Source: an optimization exercise on an open RTL-to-GDS flow (aim: small area, a short achievable clock period and few clock cycles). Production flows keep margins and buffers that such runs may drop.
In this exercise RTL edits were held to simulation tests only and were not proved equivalent to the original.
No activity file was given, so power comes from the tool's default toggle rates.

==> design/flow/design.v <==
package chirp_gen_pkg;
  localparam int CHIRP_TYPE_SIZE = 2;
  localparam logic [CHIRP_TYPE_SIZE-1:0] TYPE_UP    = 2'd0;
  localparam logic [CHIRP_TYPE_SIZE-1:0] TYPE_DOWN  = 2'd1;
  localparam logic [CHIRP_TYPE_SIZE-1:0] TYPE_QDOWN = 2'd2;
  typedef enum logic [1:0] {
    ST_IDLE = 2'd0,
    ST_LOAD = 2'd1,
    ST_RUN  = 2'd2
  } state_t;
endpackage
module chirp_freq_step #(
  parameter int PRECISION = 32
) (
  input  logic [PRECISION-1:0] freq,
  input  logic [PRECISION-1:0] phase_inc,
  input  logic [PRECISION-1:0] bw_sr,
  input  logic                 up,
  output logic [PRECISION-1:0] next_freq
);
  logic [PRECISION-1:0] half;
  logic [PRECISION-1:0] neg_half;
  logic [PRECISION-1:0] stepped;
  always_comb begin
    half      = bw_sr >> 1;
    neg_half  = '0 - half;
    stepped   = '0;
    next_freq = freq;
    if (up) begin
      stepped = freq + phase_inc;
      if ($signed(stepped) >= $signed(half)) next_freq = stepped - bw_sr;
      else                                   next_freq = stepped;
    end else begin
      stepped = freq - phase_inc;
      if ($signed(stepped) < $signed(neg_half)) next_freq = stepped + bw_sr;
      else                                      next_freq = stepped;
    end
  end
endmodule
import chirp_gen_pkg::*;
module chirp_gen #(
  parameter int PRECISION = 32,
  parameter int SYM_W     = 12
) (
  input  logic                       clk,
  input  logic                       rst,
  input  logic                       sym_valid,
  output logic                       sym_ready,
  input  logic [SYM_W-1:0]           sym_value,
  input  logic [CHIRP_TYPE_SIZE-1:0] chirp_type,
  input  logic [3:0]                 sf,
  input  logic [PRECISION-1:0]       bw_sr,
  input  logic [PRECISION-1:0]       phase_inc,
  input  logic [PRECISION-1:0]       symbol_size,
  output logic                       out_valid,
  input  logic                       out_ready,
  output logic [PRECISION-1:0]       phase_out,
  output logic [PRECISION-1:0]       freq_out,
  output logic                       sym_done
);
  chirp_gen_pkg::state_t      state;
  logic [SYM_W-1:0]           sym_r;
  logic [CHIRP_TYPE_SIZE-1:0] type_r;
  logic [3:0]                 sf_r;
  logic [PRECISION-1:0]       bw_r;
  logic [PRECISION-1:0]       inc_r;
  logic [PRECISION-1:0]       size_r;
  logic [PRECISION-1:0]       counter;
  logic                       is_up;
  logic [PRECISION-1:0]       half;
  logic [PRECISION-1:0]       sym_ext;
  logic [PRECISION-1:0]       offset;
  logic [PRECISION-1:0]       init_freq;
  logic [PRECISION-1:0]       next_freq;
  logic                       last_beat;
  always_comb begin
    is_up     = (type_r == TYPE_UP);
    half      = bw_r >> 1;
    sym_ext   = {{(PRECISION-SYM_W){1'b0}}, sym_r};
    offset    = sym_ext * (bw_r >> sf_r);
    init_freq = is_up ? (offset - half) : (half - inc_r);
    last_beat = (counter == size_r - PRECISION'(1));
  end
  chirp_freq_step #(
    .PRECISION (PRECISION)
  ) u_freq_step (
    .freq      (freq_out),
    .phase_inc (inc_r),
    .bw_sr     (bw_r),
    .up        (is_up),
    .next_freq (next_freq)
  );
  always_ff @(posedge clk or posedge rst) begin
    if (rst) begin
      state     <= ST_IDLE;
      sym_ready <= 1'b1;
      out_valid <= 1'b0;
      sym_done  <= 1'b0;
      phase_out <= '0;
      freq_out  <= '0;
      counter   <= '0;
      sym_r     <= '0;
      type_r    <= TYPE_UP;
      sf_r      <= '0;
      bw_r      <= '0;
      inc_r     <= '0;
      size_r    <= '0;
    end else begin
      sym_done <= 1'b0;
      case (state)
        ST_IDLE: begin
          if (sym_valid && sym_ready) begin
            sym_r     <= sym_value;
            type_r    <= chirp_type;
            sf_r      <= sf;
            bw_r      <= bw_sr;
            inc_r     <= phase_inc;
            size_r    <= symbol_size;
            sym_ready <= 1'b0;
            state     <= ST_LOAD;
          end
        end
        ST_LOAD: begin
          freq_out <= init_freq;
          counter  <= '0;
          if (size_r == '0) begin
            sym_done  <= 1'b1;
            sym_ready <= 1'b1;
            state     <= ST_IDLE;
          end else begin
            out_valid <= 1'b1;
            state     <= ST_RUN;
          end
        end
        ST_RUN: begin
          if (out_ready) begin
            phase_out <= phase_out + freq_out;
            freq_out  <= next_freq;
            counter   <= counter + PRECISION'(1);
            if (last_beat) begin
              out_valid <= 1'b0;
              sym_done  <= 1'b1;
              sym_ready <= 1'b1;
              state     <= ST_IDLE;
            end
          end
        end
        default: begin
          out_valid <= 1'b0;
          sym_ready <= 1'b1;
          state     <= ST_IDLE;
        end
      endcase
    end
  end
endmodule
==> design/flow/config.mk <==
export PLATFORM = sky130hd
export DESIGN_NAME = chirp_gen
export DESIGN_NICKNAME = chirp_gen
export VERILOG_FILES = /design/flow/design.v
export SDC_FILE = /design/flow/constraint.sdc
export NUM_CORES = 4
export LEC_CHECK = 0
export CAP_MARGIN = 20
export CORE_MARGIN = 2
export CORE_UTILIZATION = 40
export SLEW_MARGIN = 20
==> design/flow/constraint.sdc <==
create_clock -name core_clock -period 9.0 [get_ports {clk}]
set_input_delay 1.8000 -clock core_clock [delete_from_list [all_inputs] [get_ports {clk}]]
set_output_delay 1.8000 -clock core_clock [all_outputs]
set_load 0.01 [all_outputs]
==> design/flow/run.sh <==
#!/bin/bash
# synth_recipe.tcl (not shown) runs the flow's synth.tcl, then flattens the netlist and writes it again
# the make line also repeats each setting of config.mk as NAME=value (left out here)
make -C /OpenROAD-flow-scripts/flow DESIGN_CONFIG=/design/flow/config.mk WORK_HOME=/design/flow/orfs CLKGATE_MAP_FILE= SYNTH_SCRIPT=/design/flow/synth_recipe.tcl finish
==> summary.txt <==
====================================================================================
Post-CTS setup-driven buffer insertion count ..........................            0
Source-to-sink clock delay at the later pin of the worst-skew pair ....      0.64 ns
Final number of setup-violating endpoints .............................            0
Worst setup EP type ...................................................     register
RR Startpoint ......................................................... sf_r[1]$_DFFE_PP0P_
Synthesized instance count ............................................        3,962
Mapped Nets ...........................................................        4,666
Initial DRC Count .....................................................        2,380
Buffers added on ports ................................................          184
CP Data Arrival Time ..................................................      8.53 ns
Finished Cell Area ....................................................   0.0374 mm²
Number of detailed-routing iterations run before antenna repair .......            6
Buffers from clock root to sink, at most ..............................            3
Post-detailed-route wirelength per cell ...............................      20.9 µm
Initial core utilization ..............................................        40.5%
Kind of start point of the critical path ..............................     register
TritonCTS clock tree ..................................................         done
Largest cells by area after synthesis ................................. fa_1 (16%), dfrtp_1 (16%), ha_1 (12%)
Worst Reg-to-Reg Cells ................................................           24
Required @ worst endpoint .............................................      9.52 ns
Top fanout value on the critical path .................................           44
Weighted congestion at the end of routability-driven global placement .        0.960
Post-Place Cell Area ..................................................   0.0363 mm²
Half-perimeter wire length after detailed placement ...................    85,800 µm
Pins over their slew limit ............................................            0
Area enclosed by the die boundary .....................................   0.0857 mm²
Number of instances on the worst hold path ............................            1
Sequential fraction of the synthesis area .............................        16.1%
Power density of the placed cells .....................................   192 mW/mm²
CTS Hold Bufs .........................................................            0
Number of unique standard cell types used by synthesis ................           93
Transition time of the tightest slew-check pin ........................      1.13 ns
# IOs .................................................................          185
Chip Width ............................................................       293 µm
DRC violations left ...................................................            0
Deepest level of the CTS H-tree .......................................            1
Outcome ...............................................................  timing/DRC/antenna clean
Static Leak ...........................................................      16.8 nW
Number of synthesized flops with an enable pin ........................            0
Vias in the first global route ........................................       29,348
Worst supply voltage drop on vdd ......................................       181 µV
Number of hold violations in the final report .........................            0
Leading cell types by count after synthesis ........................... inv_1 (454), nand2_1 (420), ha_1 (312)
Cell area after synthesis .............................................   0.0333 mm²
Final-stage net count .................................................        4,766
Synth async-reset ratio ...............................................         100%
CP Launch Point ....................................................... sf_r[1]$_DFFE_PP0P_
Leading register cell type out of synthesis ...........................      dfrtp_1
Area added between synthesis and finish ...............................        12.3%
Setup TNS Final .......................................................         0 ns
Syn. warnings .........................................................            2
Vias per inst .........................................................         5.67
Start-to-end type of the worst setup path .............................      reg2reg
Final global-route overflow total .....................................            0
Post-Synthesis Mean Instance Area .....................................     8.42 µm²
Setup repair after global routing missed its margin ...................           no
Placeable core region .................................................   0.0822 mm²
Number of antenna violations at the first check in global routing .....            0
Layout cell share with drive strength beyond 1 ........................        7.17%
Number of buffers created by CTS ......................................           30
Normalized max-slew margin ............................................        24.5%
Flop2flop setup slack .................................................       1.0 ns
Maximum clock frequency ...............................................      125 MHz
Total wire length .....................................................   108,000 µm
Remaining number of nets flagged by the antenna check after routing ...            0
Highest signal layer in the routed design .............................         met4
Buffer type at the clock tree root ....................................    clkbuf_16
Hold Crit Class .......................................................      reg2reg
Antenna Cells .........................................................            0
Num rows ..............................................................          105
Met1 layer wirelength in the final routing ............................    49,500 µm
Post-route clock skew .................................................    0.0322 ns
Proportion of netlist area held by the largest area contributor .......        16.5%
Resized Gates After CTS ...............................................            0
Max-cap violations ....................................................            0
Aggregate global-route resource usage .................................        25.0%
Die height ............................................................       293 µm
Biggest area consumer among synthesized cells .........................         fa_1
Total via count in the routed design ..................................       29,254
Routed length on met3 .................................................      7120 µm
Flop and latch count out of synthesis .................................          215
Period Utilization, post-route ........................................        88.9%
Final critical path time including I/O delays and setup ...............      8.00 ns
Clock Sink Count ......................................................          215
First-pass GRT wire length ............................................   168,000 µm
Clock transition at the registers of the reported paths ...............      0.06 ns
Dominant cell by count in the synthesized netlist .....................        inv_1
Worst Hold Launch ..................................................... phase_out[31]$_DFFE_PP0P_
Detailed route wirelength on metal2 ...................................    47,500 µm
Pin count of the biggest net entering global routing ..................          118
====================================================================================
[logic make-up after synthesis]
| family | Yosys count | share of synthesized area (%) |
|---|---|---|
| AOI/OAI and AO/OA | 897 | 17.2 |
| xor gates and xnor gates | 266 | 7.11 |
| adders and majority gates | 586 | 28.2 |
| buffers and inverters | 633 | 7.23 |
| DFF | 215 | 16.1 |
| muxes | 211 | 7.11 |
| and+or+nand+nor | 1154 | 17.0 |
[final timing paths]
check | to
hold reg to reg | phase_out[31]$_DFFE_PP0P_
setup reg to reg | freq_out[30]$_DFFE_PP0P_
max in group asynchronous | inc_r[21]$_DFFE_PP0P_
min in group asynchronous | phase_out[9]$_DFFE_PP0P_
setup / recovery | freq_out[30]$_DFFE_PP0P_
hold / removal | phase_out[31]$_DFFE_PP0P_
[layer usage]
layer	vias to the layer above	GRT usage, %
met5	-	0
li1	13830	-
met2	979	39.6
met4	0	7.72
met3	164	3.30
met1	14281	35.3
[through the flow]
stage                     power (mW)  util [%]  std cells  hold WS (ns)  setup WS, ns
after floorplan                 4.48         -       3962         0.478          1.21
after global placement          5.76      44.2       5098         0.465          1.15
after detailed placement        5.79      44.2       5098         0.469          1.02
after CTS                       7.17      45.5       5153         0.477         0.997
after global routing            7.75      45.5       5155         0.510         0.295
final                           7.20      45.5       5155         0.471         0.996
[registers in the layout, indices dropped and copies added (netlist names), 2 cells and up]
signal	count
size_r	32
sf_r	4
counter	32
phase_out	32
sym_r	12
type_r	2
bw_r	32
state	2
inc_r	32
freq_out	32
[cells in the final DEF (no fill, tap or decap), drive strengths merged, types with 25 or more instances in the layout]
cell type | Yosys | layout
a211oi | 55 | 55
a21o | 75 | 75
a21oi | 246 | 246
a31oi | 40 | 40
and2 | 113 | 113
and3 | 25 | 25
buf | 25 | 59
clkbuf | 150 | 43
clkdlybuf4s50 | 0 | 184
dfrtp | 214 | 214
fa | 274 | 274
ha | 312 | 312
inv | 458 | 458
mux2 | 127 | 127
mux2i | 76 | 76
nand2 | 420 | 420
nand2b | 46 | 46
nand3 | 75 | 75
nand4 | 38 | 38
nor2 | 205 | 205
nor2b | 39 | 39
nor3 | 63 | 63
nor4 | 39 | 39
o211ai | 25 | 25
o21a | 29 | 29
o21ai | 211 | 211
o21bai | 40 | 40
or3 | 28 | 28
xnor2 | 175 | 175
xor2 | 88 | 88
[final cells by class]
| cell class | instances | area (µm²) |
|---|---|---|
| well taps | 1070 | 1340 |
| repair buffers | 243 | 2320 |
| inverters | 458 | 1730 |
| multi-input cells | 3114 | 25600 |
| clock buffers | 43 | 870 |
| clock inverters | 12 | 213 |
| flip-flops and latches | 215 | 5380 |
| fillers | 8121 | 44800 |
[report_power, final]
group | total (mW) | internal [mW] | switching (mW)
combinational | 4.54 | 1.88 | 2.65
sequential | 1.34 | 1.10 | 0.239
clock | 1.33 | 0.812 | 0.515
[worst max-delay path, cell delays in order, from the launching register on]
cell	delay, ns
dfrtp_2	1.02
mux2i_1	0.25
o22ai_1	0.28
mux2i_1	0.20
mux2i_1	0.78
nand2_1	0.18
fa_1	0.54
inv_1	0.05
fa_1	0.45
fa_1	0.50
fa_1	0.55
inv_1	0.05
fa_1	0.51
inv_1	0.05
ha_1	0.36
a21o_1	0.16
nor3_1	0.07
and2_1	0.17
a2111oi_0	0.37
buf_4	0.19
o221ai_1	0.17
o311ai_1	0.36
o41ai_1	0.13
xor2_1	0.16
a221oi_1	0.31
Testbench counts, summed over its fixed seeds: cycles 64,968.

## port drivers added, routing unchanged
The flow's constraints put no driver on any port. The routed layout listed below was extracted and timed again, unchanged, in two steps. Step 1 assumes that a clkbuf_16 drives the clock port and a buf_2 every other input. Step 2 also shifts input and output timing later by t, the mid clock arrival at the registers, as if the neighbouring blocks saw the same clock. a / b / c = ideal / step 1 / step 2; a / b = the first two.
t, ns: 0.698
setup WS [ns]: 0.996 / 0.996 / 0.996
clock arrival spread, ns: 0.036 / 0.036
After both steps setup and hold are still met in this run. For this run, drivers alone change the setup slack by 0.000 ns; drivers and shift together by 0.000 ns.
